Source: an optimization exercise on an open RTL-to-GDS flow (aim: small area, a short achievable clock period and few clock cycles per item). Production flows keep margins and buffers that such runs may drop. The RTL was checked by simulation tests, not by an equivalence proof against the original design. No driver is modelled on the clock port, so clock power and skew are understated where the tree is cut down; a real chip needs a root buffer or a tree. Power figures rest on the tool's default switching activity, not on a simulated workload.

==> inputs of run a <==
==> flow/design.v <==
`timescale 1ns/1ns
`default_nettype none
package reg_bank_pkg;
    localparam logic [1:0] RESP_OKAY = 2'b00;
    localparam int BYTE_BITS  = 8;      
    localparam int WORD_SHIFT = 2;      
endpackage
`default_nettype wire
`timescale 1ns/1ns
`default_nettype none
module reg_bank #(
    parameter int ADDR_WIDTH = 6,
    parameter int DATA_WIDTH = 32
) (
    input  wire                                            ACLK,
    input  wire                                            ARESET,
    input  logic [DATA_WIDTH/reg_bank_pkg::BYTE_BITS-1:0]  wr_lane,    
    input  logic [(1<<(ADDR_WIDTH-reg_bank_pkg::WORD_SHIFT))-1:0] wr_sel,   
    input  logic [DATA_WIDTH-1:0]                          wr_data,
    input  logic [(1<<(ADDR_WIDTH-reg_bank_pkg::WORD_SHIFT))-1:0] rd_sel,   
    output logic [DATA_WIDTH-1:0]                          rd_data
);
    localparam int NUM_REGS  = 1 << (ADDR_WIDTH - reg_bank_pkg::WORD_SHIFT);
    localparam int NUM_LANES = DATA_WIDTH / reg_bank_pkg::BYTE_BITS;
    localparam int BB        = reg_bank_pkg::BYTE_BITS;
    logic [DATA_WIDTH-1:0] regs [NUM_REGS];
    logic clr_q;
    always_ff @(posedge ACLK) begin
        clr_q <= ARESET;
    end
    always_ff @(posedge ACLK) begin
        for (int i = 0; i < NUM_REGS; i++) begin
            for (int b = 0; b < NUM_LANES; b++) begin
                if (clr_q || (wr_lane[b] && wr_sel[i])) begin
                    regs[i][b*BB +: BB] <= clr_q ? '0 : wr_data[b*BB +: BB];
                end
            end
        end
    end
    always_comb begin
        rd_data = '0;
        for (int i = 0; i < NUM_REGS; i++) begin
            rd_data = rd_data | (regs[i] & {DATA_WIDTH{rd_sel[i]}});
        end
    end
endmodule
`default_nettype wire
`timescale 1ns/1ns
`default_nettype none
module axil_write_ctrl #(
    parameter int ADDR_WIDTH = 6,
    parameter int DATA_WIDTH = 32
) (
    input  wire                                            ACLK,
    input  wire                                            ARESET,
    input  logic [ADDR_WIDTH-1:0]                          AWADDR,
    input  logic                                           AWVALID,
    output logic                                           AWREADY,
    input  logic [DATA_WIDTH-1:0]                          WDATA,
    input  logic [DATA_WIDTH/reg_bank_pkg::BYTE_BITS-1:0]  WSTRB,
    input  logic                                           WVALID,
    output logic                                           WREADY,
    output logic [1:0]                                     BRESP,
    output logic                                           BVALID,
    input  logic                                           BREADY,
    output logic [DATA_WIDTH/reg_bank_pkg::BYTE_BITS-1:0]  wr_lane,
    output logic [(1<<(ADDR_WIDTH-reg_bank_pkg::WORD_SHIFT))-1:0] wr_sel,   
    output logic [DATA_WIDTH-1:0]                          wr_data
);
    localparam int IW = ADDR_WIDTH - reg_bank_pkg::WORD_SHIFT;
    logic          awready_q, wready_q, bvalid_q, bfull_q;
    logic          qv0, qv1;             
    logic [IW-1:0] q0, q1;               
    logic [IW-1:0]      q0_n;
    logic [(1<<IW)-1:0] sel_q;           
    logic aw_hs, w_hs, b_hs;
    logic qv0_n, qv1_n, bvalid_n, bfull_n;
    assign aw_hs = AWVALID & awready_q;
    assign w_hs  = WVALID & wready_q;   
    assign b_hs  = bvalid_q & BREADY;
    always_comb begin
        qv0_n = (qv0 & ~w_hs) | qv1 | aw_hs;
        qv1_n = (qv1 & ~w_hs) | (aw_hs & qv0 & ~w_hs) | (aw_hs & qv1);
        case ({w_hs, b_hs})
            2'b10:   begin bvalid_n = 1'b1;     bfull_n = bvalid_q;          end
            2'b01:   begin bvalid_n = bfull_q;  bfull_n = 1'b0;              end
            default: begin bvalid_n = bvalid_q; bfull_n = bfull_q;           end
        endcase
    end
    always_ff @(posedge ACLK) begin
        if (ARESET) begin
            qv0       <= 1'b0;
            qv1       <= 1'b0;
            bvalid_q  <= 1'b0;
            bfull_q   <= 1'b0;
            awready_q <= 1'b1;
            wready_q  <= 1'b0;
        end else begin
            qv0       <= qv0_n;
            qv1       <= qv1_n;
            bvalid_q  <= bvalid_n;
            bfull_q   <= bfull_n;
            awready_q <= ~qv1_n;
            wready_q  <= qv0_n & ~bfull_n;
        end
    end
    assign q0_n = (w_hs || !qv0) ? (qv1 ? q1 : AWADDR[ADDR_WIDTH-1:reg_bank_pkg::WORD_SHIFT]) : q0;
    always_ff @(posedge ACLK) begin
        q0 <= q0_n;
        for (int i = 0; i < (1<<IW); i++) begin
            sel_q[i] <= (q0_n == i);
        end
        if (w_hs || !qv1) begin
            q1 <= AWADDR[ADDR_WIDTH-1:reg_bank_pkg::WORD_SHIFT];
        end
    end
    assign wr_lane  = WSTRB & {(DATA_WIDTH/reg_bank_pkg::BYTE_BITS){w_hs}};
    assign wr_sel   = sel_q;
    assign wr_data  = WDATA;
    assign AWREADY = awready_q;
    assign WREADY  = wready_q;
    assign BVALID  = bvalid_q;
    assign BRESP   = reg_bank_pkg::RESP_OKAY;
endmodule
`default_nettype wire
`timescale 1ns/1ns
`default_nettype none
module axil_read_ctrl #(
    parameter int ADDR_WIDTH = 6,
    parameter int DATA_WIDTH = 32
) (
    input  wire                                            ACLK,
    input  wire                                            ARESET,
    input  logic [ADDR_WIDTH-1:0]                          ARADDR,
    input  logic                                           ARVALID,
    output logic                                           ARREADY,
    output logic [DATA_WIDTH-1:0]                          RDATA,
    output logic [1:0]                                     RRESP,
    output logic                                           RVALID,
    input  logic                                           RREADY,
    output logic [(1<<(ADDR_WIDTH-reg_bank_pkg::WORD_SHIFT))-1:0] rd_sel,
    input  logic [DATA_WIDTH-1:0]                          rd_data
);
    localparam int IW = ADDR_WIDTH - reg_bank_pkg::WORD_SHIFT;
    logic                  arready_q, rvalid_q;
    logic                  qv0, qv1;         
    logic [IW-1:0]         q0, q1;           
    logic [DATA_WIDTH-1:0] rdata_q;
    logic [IW-1:0]         q0_n;
    logic [(1<<IW)-1:0]    sel_q;            
    logic ar_hs, ld;
    logic qv0_n, qv1_n;
    assign ar_hs = ARVALID & arready_q;
    assign ld    = qv0 & (~rvalid_q | RREADY);    
    always_comb begin
        qv0_n = (qv0 & ~ld) | qv1 | ar_hs;
        qv1_n = (qv1 & ~ld) | (ar_hs & qv0 & ~ld);
    end
    always_ff @(posedge ACLK) begin
        if (ARESET) begin
            qv0       <= 1'b0;
            qv1       <= 1'b0;
            rvalid_q  <= 1'b0;
            arready_q <= 1'b1;
        end else begin
            qv0       <= qv0_n;
            qv1       <= qv1_n;
            rvalid_q  <= ld | (rvalid_q & ~RREADY);
            arready_q <= ~qv1_n;
        end
    end
    assign q0_n = (ld || !qv0) ? (qv1 ? q1 : ARADDR[ADDR_WIDTH-1:reg_bank_pkg::WORD_SHIFT]) : q0;
    always_ff @(posedge ACLK) begin
        q0 <= q0_n;
        for (int i = 0; i < (1<<IW); i++) begin
            sel_q[i] <= (q0_n == i);
        end
        if (ld || !qv1) begin
            q1 <= ARADDR[ADDR_WIDTH-1:reg_bank_pkg::WORD_SHIFT];
        end
        rdata_q <= (rd_data & {DATA_WIDTH{ld}}) | (rdata_q & {DATA_WIDTH{rvalid_q & ~RREADY}});
    end
    assign rd_sel   = sel_q;
    assign RDATA    = rdata_q;
    assign RVALID   = rvalid_q;
    assign ARREADY  = arready_q;
    assign RRESP    = reg_bank_pkg::RESP_OKAY;
endmodule
`default_nettype wire
`timescale 1ns/1ns
`default_nettype none
module axil_reg_slave #(
    parameter int ADDR_WIDTH = 6,
    parameter int DATA_WIDTH = 32
) (
    input  wire                                            ACLK,
    input  wire                                            ARESET,
    input  logic [ADDR_WIDTH-1:0]                          AWADDR,
    input  logic                                           AWVALID,
    output logic                                           AWREADY,
    input  logic [DATA_WIDTH-1:0]                          WDATA,
    input  logic [DATA_WIDTH/reg_bank_pkg::BYTE_BITS-1:0]  WSTRB,
    input  logic                                           WVALID,
    output logic                                           WREADY,
    output logic [1:0]                                     BRESP,
    output logic                                           BVALID,
    input  logic                                           BREADY,
    input  logic [ADDR_WIDTH-1:0]                          ARADDR,
    input  logic                                           ARVALID,
    output logic                                           ARREADY,
    output logic [DATA_WIDTH-1:0]                          RDATA,
    output logic [1:0]                                     RRESP,
    output logic                                           RVALID,
    input  logic                                           RREADY
);
    logic [DATA_WIDTH/reg_bank_pkg::BYTE_BITS-1:0]  wr_lane;
    logic [(1<<(ADDR_WIDTH-reg_bank_pkg::WORD_SHIFT))-1:0] wr_sel;
    logic [DATA_WIDTH-1:0]            wr_data;
    logic [(1<<(ADDR_WIDTH-reg_bank_pkg::WORD_SHIFT))-1:0] rd_sel;
    logic [DATA_WIDTH-1:0]            rd_data;
    axil_write_ctrl #(
        .ADDR_WIDTH (ADDR_WIDTH),
        .DATA_WIDTH (DATA_WIDTH)
    ) u_write_ctrl (
        .ACLK     (ACLK),
        .ARESET   (ARESET),
        .AWADDR   (AWADDR),
        .AWVALID  (AWVALID),
        .AWREADY  (AWREADY),
        .WDATA    (WDATA),
        .WSTRB    (WSTRB),
        .WVALID   (WVALID),
        .WREADY   (WREADY),
        .BRESP    (BRESP),
        .BVALID   (BVALID),
        .BREADY   (BREADY),
        .wr_lane  (wr_lane),
        .wr_sel   (wr_sel),
        .wr_data  (wr_data)
    );
    axil_read_ctrl #(
        .ADDR_WIDTH (ADDR_WIDTH),
        .DATA_WIDTH (DATA_WIDTH)
    ) u_read_ctrl (
        .ACLK     (ACLK),
        .ARESET   (ARESET),
        .ARADDR   (ARADDR),
        .ARVALID  (ARVALID),
        .ARREADY  (ARREADY),
        .RDATA    (RDATA),
        .RRESP    (RRESP),
        .RVALID   (RVALID),
        .RREADY   (RREADY),
        .rd_sel   (rd_sel),
        .rd_data  (rd_data)
    );
    reg_bank #(
        .ADDR_WIDTH (ADDR_WIDTH),
        .DATA_WIDTH (DATA_WIDTH)
    ) u_reg_bank (
        .ACLK     (ACLK),
        .ARESET   (ARESET),
        .wr_lane  (wr_lane),
        .wr_sel   (wr_sel),
        .wr_data  (wr_data),
        .rd_sel   (rd_sel),
        .rd_data  (rd_data)
    );
endmodule
`default_nettype wire
==> flow/flow/run.sh <==
#!/bin/bash
# Standard layout with three changes: the ports are buffered by plain buffers
# instead of the delay cell buffer_ports picks by default, CTS adds no dummy
# loads, and the clock tree's root buffer is dropped after CTS (pre_cts.tcl).
set -euo pipefail
cp config.mk own_config.mk
cat flow/extra.mk >> own_config.mk
echo "export PRE_CTS_TCL = $(pwd)/flow/pre_cts.tcl" >> own_config.mk
echo "export FLOW_CLOCK_PORT = ACLK" >> own_config.mk
sed 's#DESIGN_CONFIG=\([^ ]*\)/config\.mk#DESIGN_CONFIG=\1/own_config.mk#' standard.sh > own_standard.sh
grep -q own_config.mk own_standard.sh
bash own_standard.sh > standard.log 2>&1
==> flow/flow/extra.mk <==
export BUFFER_PORTS_ARGS = -buffer_cell sky130_fd_sc_hd__buf_2
export CTS_ARGS = -sink_clustering_enable -repair_clock_nets -sink_clustering_size 30 -sink_clustering_max_diameter 150 -dont_use_dummy_load
==> flow/flow/pre_cts.tcl <==
proc drop_clock_root {} {
  set block [ord::get_db_block]
  set clk [$block findNet $::env(FLOW_CLOCK_PORT)]
  set roots {}
  foreach it [$clk getITerms] { if {[$it isInputSignal]} { lappend roots [$it getInst] } }
  if {[llength $roots] != 1} { puts "drop_clock_root: [llength $roots] roots, left as is"; return }
  set root [lindex $roots 0]
  set rootnet ""
  foreach it [$root getITerms] { if {[$it isOutputSignal]} { set rootnet [$it getNet] } }
  set loads {}
  foreach it [$rootnet getITerms] { if {[$it isInputSignal]} { lappend loads $it } }
  if {[llength $loads] > 4 || [llength [$rootnet getBTerms]] > 0} { puts "drop_clock_root: [llength $loads] loads, left as is"; return }
  foreach it $loads {
    if {![string match "*clkbuf*" [[[$it getInst] getMaster] getName]]} { puts "drop_clock_root: root drives a non-buffer, left as is"; return }
  }
  foreach it $loads { $it disconnect; $it connect $clk }
  puts "drop_clock_root: removed [$root getName], [llength $loads] buffers now on the clock port"
  odb::dbInst_destroy $root
  odb::dbNet_destroy $rootnet
}

rename clock_tree_synthesis orig_clock_tree_synthesis
proc clock_tree_synthesis {args} {
  orig_clock_tree_synthesis {*}$args
  drop_clock_root
}
==> flow/standard.sh <==
#!/bin/bash
# synth_recipe.tcl (not shown) runs the flow's synth.tcl, then flattens the netlist and writes it again
# the make line also repeats each setting of config.mk as NAME=value (left out here)
make -C /OpenROAD-flow-scripts/flow DESIGN_CONFIG=/design/flow/config.mk WORK_HOME=/design/flow/orfs CLKGATE_MAP_FILE= SYNTH_SCRIPT=/design/flow/synth_recipe.tcl "${@:-finish}"
==> flow/config.mk <==
export PLATFORM = sky130hd
export DESIGN_NAME = axil_reg_slave
export DESIGN_NICKNAME = axil_reg_slave
export VERILOG_FILES = /design/flow/design.v
export SDC_FILE = /design/flow/constraint.sdc
export NUM_CORES = 4
export LEC_CHECK = 0
export CAP_MARGIN = 20
export CORE_MARGIN = 2
export CORE_UTILIZATION = 40
export CTS_CLUSTER_DIAMETER = 150
export CTS_CLUSTER_SIZE = 30
export SETUP_SLACK_MARGIN = 2.2
export SLEW_MARGIN = 20
==> flow/constraint.sdc <==
create_clock -name core_clock -period 4.0 [get_ports {ACLK}]
set_input_delay 0.8000 -clock core_clock [delete_from_list [all_inputs] [get_ports {ACLK}]]
set_output_delay 0.8000 -clock core_clock [all_outputs]
set_load 0.01 [all_outputs]
==> run b: changes against run a <==
==> flow/flow/run.sh (replaced) <==
#!/bin/bash
# Standard layout with the ports buffered by plain buffers instead of the
# delay cell buffer_ports picks by default.
set -euo pipefail
cp config.mk own_config.mk
cat flow/extra.mk >> own_config.mk
sed 's#DESIGN_CONFIG=\([^ ]*\)/config\.mk#DESIGN_CONFIG=\1/own_config.mk#' standard.sh > own_standard.sh
grep -q own_config.mk own_standard.sh
bash own_standard.sh > standard.log 2>&1
==> flow/flow/extra.mk (replaced) <==
export BUFFER_PORTS_ARGS = -buffer_cell sky130_fd_sc_hd__buf_2
Settings changed: SETUP_SLACK_MARGIN 2.2 to 2.4.
removed: flow/flow/pre_cts.tcl
==> run c: changes against run a <==
==> flow/run.sh (new file) <==
#!/bin/bash
# synth_recipe.tcl (not shown) runs the flow's synth.tcl, then flattens the netlist and writes it again
# the make line also repeats each setting of config.mk as NAME=value (left out here)
make -C /OpenROAD-flow-scripts/flow DESIGN_CONFIG=/design/flow/config.mk WORK_HOME=/design/flow/orfs CLKGATE_MAP_FILE= SYNTH_SCRIPT=/design/flow/synth_recipe.tcl finish
Settings changed: SETUP_SLACK_MARGIN 2.2 to 2.0.
removed: flow/flow/run.sh
removed: flow/flow/extra.mk
removed: flow/flow/pre_cts.tcl
removed: flow/standard.sh
==> comparison table <==
| metric | run c | run a | run b |
|---|---|---|---|
| Result of the run | finished clean | finished clean | finished clean |
| Arrival time reported for the critical path endpoint | 1220 ps | 2140 ps | 1080 ps |
| Critical path class | flop to output pin | flop to flop | flop to output pin |
| Least-Margin Pin Slew | 1110 ps | 804 ps | 687 ps |
| Setup fix buffers added after clock tree synthesis | 3 | 3 | 50 |
| Cell area reported after detailed placement | 0.0236 sq mm | 0.0233 sq mm | 0.0233 sq mm |
| Signal buf overhead | 0.0525 | 0.0334 | 0.0644 |
| Start of the worst register-to-register path | u_read_ctrl.sel_q[11] | u_read_ctrl.sel_q[2] | u_read_ctrl.sel_q[3] |
| Insertion delay of the later-clocked pin in the worst-skew pair | 580 ps | 440 ps | 580 ps |
| Hold crit path type | flop to flop | flop to flop | input pin to flop |
| Routing usage on met2 | 0.311 | 0.311 | 0.312 |
| Vias per cell | 5.77 | 5.87 | 5.81 |
| Met1 Usage GRT | 0.257 | 0.269 | 0.258 |
| Number of combinational gates with multiple inputs | 536 | 536 | 537 |
| Met3 Resource Use GR | 0.0205 | 0.0245 | 0.0216 |
| Crit path to | WREADY | u_read_ctrl.rdata_q[16] | RDATA[23] |
| Final core utilization | 0.454 | 0.453 | 0.483 |
| Clock power frac | 0.267 | 0.249 | 0.264 |
| Worst Path Max Fanout | 5 | 17 | 2 |
| Setup slack after layout | 1980 ps | 2200 ps | 2120 ps |
| Hold worst-path end | u_read_ctrl.rdata_q[6] | u_read_ctrl.rdata_q[3] | u_read_ctrl.q1[3] |
| Critical Path Stages | 1 | 4 | 1 |
| Worst hold margin | 478 ps | 477 ps | 394 ps |
| Clk slew on worst S/H paths | 110 ps | 110 ps | 120 ps |
| Static Leak | 8.61 nW | 8.66 nW | 9.24 nW |
| Sequential cell power | 7.46 mW | 7.46 mW | 7.48 mW |
Testbench counts of run a, summed over its fixed seeds: cycles 3,216, items 6,400.
Testbench counts of run b, summed over its fixed seeds: cycles 3,216, items 6,400.
Testbench counts of run c, summed over its fixed seeds: cycles 3,216, items 6,400.

-- afterwards: timing with drivers on the ports --
Ports are ideal in the flow. The routed layouts listed here were re-timed in OpenROAD. Step 1 sets driving cells, clkbuf_16 on the clock port and buf_2 on the other inputs (assumed; they add their load-dependent delay and slew). Step 2 also shifts input and output timing later by t, the mid clock arrival at the registers, as if the neighbouring blocks saw the same clock. Slacks: no drivers / after step 1 / after step 2; pairs: no drivers / after step 1.
run | t, ns | setup WS [ns] | hold slack, ns | cell pins on the clock port's net
run a | 0.480 | 2.202 / 2.182 / 1.851 | 0.477 / 0.477 / 0.477 | 2
run b | 0.627 | 2.120 / 2.061 / 1.944 | 0.394 / 0.355 / 0.491 | 1
run c | 0.629 | 1.983 / 1.924 / 1.479 | 0.478 / 0.478 / 0.478 | 1
After both steps every run listed still meets setup and hold. The setup slack of run c, which loses most, moves by -0.059 ns with the drivers and by -0.504 ns with both steps.
